This design comes from an exercise in tuning for small area, a short achievable clock period and few clock cycles on the open sky130 flow, not from production work.
Only the layout flow was run in this run; the RTL was not checked for function there.
Power is estimated from default activity; no workload was simulated.

`flow/config.mk`:
```
export PLATFORM = sky130hd
export DESIGN_NAME = mem_stage
export DESIGN_NICKNAME = mem_stage
export VERILOG_FILES = /design/flow/design.v
export SDC_FILE = /design/flow/constraint.sdc
export NUM_CORES = 4
export LEC_CHECK = 0
export CAP_MARGIN = 20
export CORE_MARGIN = 2
export CORE_UTILIZATION = 30
export SLEW_MARGIN = 20
export SYNTH_MEMORY_MAX_BITS = 8192
```
`flow/constraint.sdc`:
```
create_clock -name core_clock -period 12.0 [get_ports {clk}]
set_input_delay 2.4000 -clock core_clock [delete_from_list [all_inputs] [get_ports {clk}]]
set_output_delay 2.4000 -clock core_clock [all_outputs]
set_load 0.01 [all_outputs]
```
`flow/design.v`:
```
package mem_stage_pkg;
	localparam int ICACHE_IDX_BITS = 8;
	localparam int DCACHE_IDX_BITS = 8;
	localparam int RAM_ADDR_BITS = 6;
	typedef enum logic [1:0] {
		width_byte = 2'd0,
		width_half = 2'd1,
		width_word = 2'd2
	} mem_width_e;
	typedef enum logic [1:0] {
		cop_icache_inval = 2'd0,
		cop_dcache_inval = 2'd1,
		cop_dcache_flush = 2'd2
	} cache_op_e;
	typedef struct packed {
		logic        load;
		logic        store;
		logic [31:0] addr;
		logic [31:0] mdr;  
		logic [1:0]  width;  
		logic [3:0]  rd_sel;
	} mem_req_t;
	typedef struct packed {
		logic        access;
		logic        wr_en;
		logic [31:0] addr;
		logic [1:0]  width;  
		logic [31:0] wr_val;
	} dbg_req_t;
	typedef struct packed {
		logic [29:0] addr;  
		logic [3:0]  bytesel;
		logic        wr_en;
		logic [31:0] wr_val;
		logic        access;
	} bus_req_t;
	typedef struct packed {
		logic [31:0] rd_data;
		logic        ack;
		logic        error;
	} bus_rsp_t;
	typedef struct packed {
		logic        update_rd;
		logic [3:0]  rd_sel;
		logic [31:0] val;
	} wb_t;
endpackage
`timescale 1ns/1ns
module mem_lane_align (
	input  logic                    clk,
	input  logic                    dbg_en,
	input  mem_stage_pkg::mem_req_t mem_req,
	input  mem_stage_pkg::dbg_req_t dbg_req,
	input  mem_stage_pkg::bus_rsp_t bus_rsp,
	output mem_stage_pkg::bus_req_t bus_req,
	output logic [31:0]             load_data
);
	logic [31:0] acc_addr;
	logic [1:0]  acc_width;  
	logic [31:0] acc_wr_data;
	logic [1:0]  lane;
	logic [31:0] rd_shifted;
	always_comb begin
		if (dbg_en) begin
			acc_addr = dbg_req.addr;
			acc_width = dbg_req.width;
			acc_wr_data = dbg_req.wr_val;
			bus_req.access = dbg_req.access;
			bus_req.wr_en = dbg_req.wr_en;
		end else begin
			acc_addr = mem_req.addr;
			acc_width = mem_req.width;
			acc_wr_data = mem_req.mdr;
			bus_req.access = mem_req.load | mem_req.store;
			bus_req.wr_en = mem_req.store;
		end
	end
	assign lane = acc_addr[1:0];
	assign bus_req.addr = acc_addr[31:2];
	assign rd_shifted = bus_rsp.rd_data >> {lane, 3'b000};
	always_comb begin
		case (acc_width)
			mem_stage_pkg::width_byte: begin
				bus_req.bytesel = 4'b0001 << lane;
				bus_req.wr_val = acc_wr_data << {lane, 3'b000};
				load_data = {24'b0, rd_shifted[7:0]};
			end
			mem_stage_pkg::width_half: begin
				bus_req.bytesel = lane[1] ? 4'b1100 : 4'b0011;
				bus_req.wr_val = lane[1] ? {acc_wr_data[15:0], 16'b0} : acc_wr_data;
				load_data = lane[1] ? {16'b0, bus_rsp.rd_data[31:16]}
				                    : {16'b0, bus_rsp.rd_data[15:0]};
			end
			default: begin
				bus_req.bytesel = 4'b1111;
				bus_req.wr_val = acc_wr_data;
				load_data = bus_rsp.rd_data;
			end
		endcase
	end
endmodule
`timescale 1ns/1ns
module mem_cache_maint (
	input  logic                                        clk,
	input  logic                                        rst,
	input  logic                                        cache_instr,
	input  logic [1:0]                                  cache_op,  
	input  logic [31:0]                                 wr_val,
	input  logic                                        i_cacheop_complete,
	input  logic                                        d_cacheop_complete,
	output logic                                        i_inval,
	output logic                                        d_inval,
	output logic                                        d_flush,
	output logic [mem_stage_pkg::ICACHE_IDX_BITS-1:0]   i_idx,
	output logic [mem_stage_pkg::DCACHE_IDX_BITS-1:0]   d_idx,
	output logic                                        cache_done
);
	logic i_pending;  
	logic d_pending;
	assign i_inval = cache_instr && cache_op == mem_stage_pkg::cop_icache_inval;
	assign d_inval = cache_instr && cache_op == mem_stage_pkg::cop_dcache_inval;
	assign d_flush = cache_instr && cache_op == mem_stage_pkg::cop_dcache_flush;
	assign i_idx = wr_val[mem_stage_pkg::ICACHE_IDX_BITS-1:0];
	assign d_idx = wr_val[mem_stage_pkg::DCACHE_IDX_BITS-1:0];
	assign cache_done = i_cacheop_complete | d_cacheop_complete;
	always_ff @(posedge clk) begin
		if (rst) begin
			i_pending <= 1'b0;
			d_pending <= 1'b0;
		end else begin
			if (i_cacheop_complete)
				i_pending <= 1'b0;
			else if (i_inval)
				i_pending <= 1'b1;
			if (d_cacheop_complete)
				d_pending <= 1'b0;
			else if (d_inval || d_flush)
				d_pending <= 1'b1;
		end
	end
endmodule
`timescale 1ns/1ns
module mem_writeback (
	input  logic                    clk,
	input  logic                    rst,
	input  logic                    dbg_en,
	input  mem_stage_pkg::mem_req_t mem_req,
	input  logic                    update_rd,
	input  logic [3:0]              rd_sel,
	input  logic [31:0]             wr_val,
	input  mem_stage_pkg::bus_rsp_t bus_rsp,
	input  logic [31:0]             load_data,
	input  logic                    cache_done,
	output mem_stage_pkg::wb_t      wb,
	output logic                    complete,
	output logic                    data_abort,
	output logic                    busy,
	output logic                    dbg_compl,
	output logic [31:0]             dbg_rd_val
);
	logic       mem_done;
	logic       loading;   
	logic [3:0] load_rd;   
	mem_stage_pkg::wb_t        load_wb;
	mem_stage_pkg::wb_t        alu_wb;
	assign mem_done = bus_rsp.ack | bus_rsp.error;
	assign complete = mem_done | cache_done;
	assign data_abort = bus_rsp.error;
	assign dbg_compl = dbg_en & mem_done;
	assign dbg_rd_val = load_data;
	always_ff @(posedge clk) begin
		alu_wb.rd_sel <= rd_sel;
		alu_wb.val <= wr_val;
		if (mem_req.load)
			load_rd <= mem_req.rd_sel;
		if (mem_done && loading) begin
			load_wb.rd_sel <= load_rd;
			load_wb.val <= load_data;
		end
		if (rst) begin
			loading <= 1'b0;
			load_wb.update_rd <= 1'b0;
			alu_wb.update_rd <= 1'b0;
		end else begin
			if (mem_done)
				loading <= 1'b0;
			else if (mem_req.load || mem_req.store)
				loading <= mem_req.load;
			load_wb.update_rd <= mem_done && loading && !bus_rsp.error && !dbg_en;
			alu_wb.update_rd <= update_rd;
		end
	end
	assign wb = load_wb.update_rd ? load_wb : alu_wb;  
	assign busy = mem_req.load | mem_req.store | wb.update_rd;
endmodule
`timescale 1ns/1ns
module data_ram (
	input  logic                    clk,
	input  logic                    rst,
	input  mem_stage_pkg::bus_req_t bus_req,
	output mem_stage_pkg::bus_rsp_t bus_rsp
);
	localparam int WORDS = 2 ** mem_stage_pkg::RAM_ADDR_BITS;
	logic [31:0]              mem [WORDS];
	logic [mem_stage_pkg::RAM_ADDR_BITS-1:0] word_idx;
	logic                     in_range;
	logic                     accept;
	logic                     ack_q;
	logic                     error_q;
	logic [31:0]              rd_data_q;
	assign word_idx = bus_req.addr[mem_stage_pkg::RAM_ADDR_BITS-1:0];
	assign in_range = ~|bus_req.addr[29:mem_stage_pkg::RAM_ADDR_BITS];
	assign accept = bus_req.access && !(ack_q || error_q);
	always_ff @(posedge clk) begin
		if (rst) begin
			ack_q <= 1'b0;
			error_q <= 1'b0;
		end else begin
			ack_q <= accept && in_range;
			error_q <= accept && !in_range;
		end
	end
	always_ff @(posedge clk) begin
		if (accept && in_range) begin
			rd_data_q <= mem[word_idx];  
			if (bus_req.wr_en) begin
				for (int b = 0; b < 4; b++) begin
					if (bus_req.bytesel[b])
						mem[word_idx][b*8 +: 8] <= bus_req.wr_val[b*8 +: 8];
				end
			end
		end
	end
	assign bus_rsp.rd_data = rd_data_q;
	assign bus_rsp.ack = ack_q;
	assign bus_rsp.error = error_q;
endmodule
`timescale 1ns/1ns
module mem_stage (
	input  logic        clk,
	input  logic        rst,
	input  logic        mem_req_load,
	input  logic        mem_req_store,
	input  logic [31:0] mem_req_addr,
	input  logic [31:0] mem_req_mdr,
	input  logic [1:0]  mem_req_width,
	input  logic [3:0]  mem_req_rd_sel,
	input  logic [31:0] wr_val,
	input  logic        update_rd,
	input  logic [3:0]  rd_sel,
	input  logic        cache_instr,
	input  logic [1:0]  cache_op,
	input  logic        i_cacheop_complete,
	input  logic        d_cacheop_complete,
	input  logic        dbg_en,
	input  logic        dbg_req_access,
	input  logic        dbg_req_wr_en,
	input  logic [31:0] dbg_req_addr,
	input  logic [1:0]  dbg_req_width,
	input  logic [31:0] dbg_req_wr_val,
	output logic        wb_update_rd,
	output logic [3:0]  wb_rd_sel,
	output logic [31:0] wb_val,
	output logic        complete,
	output logic        data_abort,
	output logic        busy,
	output logic [31:0] dbg_rd_val,
	output logic        dbg_compl,
	output logic        i_inval,
	output logic        d_inval,
	output logic        d_flush,
	output logic [7:0]  i_idx,
	output logic [7:0]  d_idx
);
	mem_stage_pkg::mem_req_t mem_req;
	mem_stage_pkg::dbg_req_t dbg_req;
	mem_stage_pkg::wb_t      wb;
	assign mem_req.load = mem_req_load;
	assign mem_req.store = mem_req_store;
	assign mem_req.addr = mem_req_addr;
	assign mem_req.mdr = mem_req_mdr;
	assign mem_req.width = mem_req_width;
	assign mem_req.rd_sel = mem_req_rd_sel;
	assign dbg_req.access = dbg_req_access;
	assign dbg_req.wr_en = dbg_req_wr_en;
	assign dbg_req.addr = dbg_req_addr;
	assign dbg_req.width = dbg_req_width;
	assign dbg_req.wr_val = dbg_req_wr_val;
	assign wb_update_rd = wb.update_rd;
	assign wb_rd_sel = wb.rd_sel;
	assign wb_val = wb.val;
	mem_stage_pkg::bus_req_t    bus_req;
	mem_stage_pkg::bus_rsp_t    bus_rsp;
	logic [31:0] load_data;
	logic        cache_done;
	mem_lane_align u_lane_align (
		.clk       (clk),
		.dbg_en    (dbg_en),
		.mem_req   (mem_req),
		.dbg_req   (dbg_req),
		.bus_rsp   (bus_rsp),
		.bus_req   (bus_req),
		.load_data (load_data)
	);
	mem_cache_maint u_cache_maint (
		.clk                (clk),
		.rst                (rst),
		.cache_instr        (cache_instr),
		.cache_op           (cache_op),
		.wr_val             (wr_val),
		.i_cacheop_complete (i_cacheop_complete),
		.d_cacheop_complete (d_cacheop_complete),
		.i_inval            (i_inval),
		.d_inval            (d_inval),
		.d_flush            (d_flush),
		.i_idx              (i_idx),
		.d_idx              (d_idx),
		.cache_done         (cache_done)
	);
	mem_writeback u_writeback (
		.clk        (clk),
		.rst        (rst),
		.dbg_en     (dbg_en),
		.mem_req    (mem_req),
		.update_rd  (update_rd),
		.rd_sel     (rd_sel),
		.wr_val     (wr_val),
		.bus_rsp    (bus_rsp),
		.load_data  (load_data),
		.cache_done (cache_done),
		.wb         (wb),
		.complete   (complete),
		.data_abort (data_abort),
		.busy       (busy),
		.dbg_compl  (dbg_compl),
		.dbg_rd_val (dbg_rd_val)
	);
	data_ram u_data_ram (
		.clk     (clk),
		.rst     (rst),
		.bus_req (bus_req),
		.bus_rsp (bus_rsp)
	);
endmodule
```
`flow/run.sh`:
```
#!/bin/bash
# synth_recipe.tcl (not shown) runs the flow's synth.tcl, then flattens the netlist and writes it again
# the make line also repeats each setting of config.mk as NAME=value (left out here)
make -C /OpenROAD-flow-scripts/flow DESIGN_CONFIG=/design/flow/config.mk WORK_HOME=/design/flow/orfs CLKGATE_MAP_FILE= SYNTH_SCRIPT=/design/flow/synth_recipe.tcl finish
```
==> results.cfg <==
[grt]
grt_max_degree = 137
antenna_found_initial = 8
track_usage = 0.160
grt_pass1_vias = 44732
grt_pass1_wl_mm = 323
grt.overflow.total = 0

[clock_tree]
ctsHoldBuffers = 0
numCtsBuffers = 208
insertion_delay_ps = 850
htree_levels = 4
cts.repair.resized = 0
cts_sinks = 2161
root_buffer = clkbuf_16
post_cts_buffers = 0
cts_tree = built
cts.clk_slew.worst_paths_ps = 60
clockBufferDepth = 3

[power]
p_int_uw = 12300
peakVddDrop_mv = 0.122
pwr_density_cell_mw_per_mm2 = 167
seqPwrFrac = 0.535
p_switching_uw = 3590
clkPwrFrac = 0.395
p_sw_frac = 0.227
fin_total_pwr_uw = 15900
combPwrFrac = 0.070
leakage_uw = 0.0273

[floorplanning]
start_util = 0.301
ios = 277
fp.dieArea_mm2 = 0.273
fp.dieW_um = 522
rows = 190
fp.coreArea_mm2 = 0.267
fp.dieH_um = 522

[detailed_routing]
drt-initial-drc-count = 6575
drt_first_pass_iters = 6
wl_per_cell_um = 26.4
via_per_inst = 5.45
ant_nets = 0
vias = 46579
route.detailed.drc = 0
routed_wl_mm = 226

[setup_path]
worstSetupEndpointType = primary output
startpoint_type = primary input
cpPeakStageDelay_ps = 670
crit_chain = buf_4 > buf_4 > mux2_2 > nor2_1 > o21ai_0 > a31oi_1 > a21oi_1 > o21ai_0 > clkdlybuf4s50_1
path_buf_inv = 3
crit_arrival_ps = 6150
path_max_fanout = 43
required_ps = 9600
critical-path-slowest-cell = buf_4
worstSetupPathType = primary input to primary output
crit_family = buffers and inverters

[yosys]
avgSynthCellArea_um2 = 17.7
netlist_area_mm2 = 0.0805
synth_seq_area_share = 0.801
postSynth.topFlopCell = edfxtp_1
synth_cells = 4545
synth_seq_cells = 2161
synth-edff-count = 2120
async_flop_share = 0
yosys_warnings = 5
syn_nets = 4730
synth.distinct_cells = 55

[min_path]
hold_path_class = flop to flop

[placement]
portBuffers = 276
dp_hpwl_mm = 131
gp_congestion = 0.892
placement.cell_area_mm2 = 0.0878
place_inst = 8147

[timing]
slew_violations = 0
finalCritPeriodShare = 0.712
setup_violations = 0
timing.final.crit_period_ps = 8550
tns_ps = 0
slew-limit-headroom = 0.194
fmax_mhz = 117
finalHoldViolations = 0
grt_setup_unrepaired = no
clock_skew_ps = 51.2
worst_pin_slew_ps = 1210

[finish]
nNetsFinal = 5004
syn_to_final_growth_pct = 18.1
finish.utilization = 0.356
fin_area_mm2 = 0.0951
drive_gt1_frac = 0.148
finalNonFillerCells = 8548

[flow_run]
maxCapViolations = 0

[status]
status = complete, no violations
layer usage:
layer | vias to the layer above | GRT usage | wire length, um
li1 | 19803 | - | -
met3 | 324 | 0.0314 | 20900
met2 | 2507 | 0.256 | 106000
met5 | - | 0 | 28
met1 | 23941 | 0.219 | 92300
met4 | 4 | 0.0503 | 6830
kinds of logic after synthesis:
family,after synthesis,share of synthesized area
flip-flops,2161,0.801
buffers and inverters,364,0.0217
multiplexers,86,0.0119
AND/OR/NAND/NOR,538,0.0351
AO/OA/AOI/OAI,1396,0.130
layout by cell type (no fill, tap or decap), drive strengths merged, types with 6 or more instances in the layout:
cell / instances
o21ai: 34
nor2: 35
nand4: 66
clkdlybuf4s50: 275
nand2: 47
clkbuf: 267
buf: 146
edfxtp: 2120
inv: 6
nand2b: 7
nand3: 40
a22oi: 1025
a31oi: 12
o22a: 7
o22ai: 17
a22o: 8
mux2i: 30
and2: 18
dfxtp: 41
mux2: 56
bufinv: 14
clkinv: 98
nor4: 42
a41oi: 191
a21oi: 83
nor3: 268
metrics by stage:
step,setup slack [ps],hold WS [ps]
after floorplan,5100,398
after global routing,3230,421
after detailed placement,3480,405
final,3450,418
after global placement,3600,401
after CTS,3480,418
power groups by stage:
stage               combinational, uW  sequential, uW  clock [uW]
floorplan                         506            8660           0
global placement                 1070            8640           0
detailed placement               1100            8640           0
CTS                              1100            8480        6330
global route                     1170            8480        6620
finish                           1110            8480        6260
path summary, 6_finish.rpt:
path,start,to,slack [ps],cells past startpoint
worst min register to register,u_writeback.load_rd[2],u_writeback.load_wb[34],420,0
worst min-delay path,u_writeback.load_rd[2],u_writeback.load_wb[34],420,0
worst max-delay path,dbg_en,dbg_rd_val[2],3450,9
worst max register to register,u_data_ram.error_q,u_data_ram.mem[2][31],8510,8
synthesized netlist by cell type (3+ instances only):
cell type  count  share of area
buf_4         27         0.0025
a32o_1         4        0.00050
nand4_1       66         0.0051
nor2b_1        5        0.00039
nor2_1        34         0.0016
a31oi_1       12        0.00093
a22oi_1     1025          0.096
o22ai_1       13         0.0010
nand2_2        7        0.00054
nor4_1        42         0.0033
o22ai_2        4        0.00062
o21ai_0       32         0.0020
a222oi_1       5        0.00062
nand2b_1       7        0.00054
mux2i_2        3        0.00051
dfxtp_1       41          0.010
buf_2        176          0.011
buf_6          8         0.0011
a41oi_1      191          0.021
a22o_1         8        0.00087
a21oi_1       82         0.0051
nand2_1       40         0.0019
mux2_2        54         0.0076
edfxtp_1    2120           0.79
nor3_1       267          0.017
o22a_1         7        0.00076
mux2i_1       26         0.0032
nand3_1       39         0.0024
clkbuf_1     137         0.0064
buf_1         14        0.00065
and2_1        18         0.0014
area by class of cell:
class                           count  area, um2
Timing Repair Buffer              426       4060
Multi-Input combinational cell   2020      15700
Fill cell                       24742     172000
Tap cell                         3552       4440
Sequential cell                  2161      64500
Antenna cell                        5       12.5
Inverter                            2       7.51
Clock inverter                    120       1000
Clock buffer                      262       5450
sequential cells by signal, indices dropped and copies added (netlist names):
register              count
u_data_ram.mem         2048
u_writeback.alu_wb       37
u_writeback.load_wb      37
u_data_ram.rd_data_q     32
u_writeback.load_rd       4
u_data_ram.ack_q          1
u_data_ram.error_q        1
u_writeback.loading       1
worst register-to-register path: cells and delay by family, from the launching register on:
family	cells	cell delay, ps
compound gates	1	220
flops	1	340
buf+inv	3	870
simple gates	4	1770

[what the ideal ports hide]
Ports are ideal in the flow. The routed layout listed here was re-timed in OpenROAD.
Step 1: set_driving_cell puts a clkbuf_16 on clk and a buf_2 on each other input, an assumption about the parent block.
Step 2 times the ports against the registers' clock, not the clock port: input delays grow and output delays shrink by t, the midpoint of the rising clock arrivals with the driver on.
Slacks: ideal / step 1 / step 2; pairs: ideal / step 1.
t (ns): 0.917
setup WS [ns]: 3.454 / 3.424 / 3.424
worst setup path after step 2: input to output
After both steps setup and hold are still met in this run. The setup slack of this run moves by -0.030 ns with the drivers and by -0.030 ns with both steps.
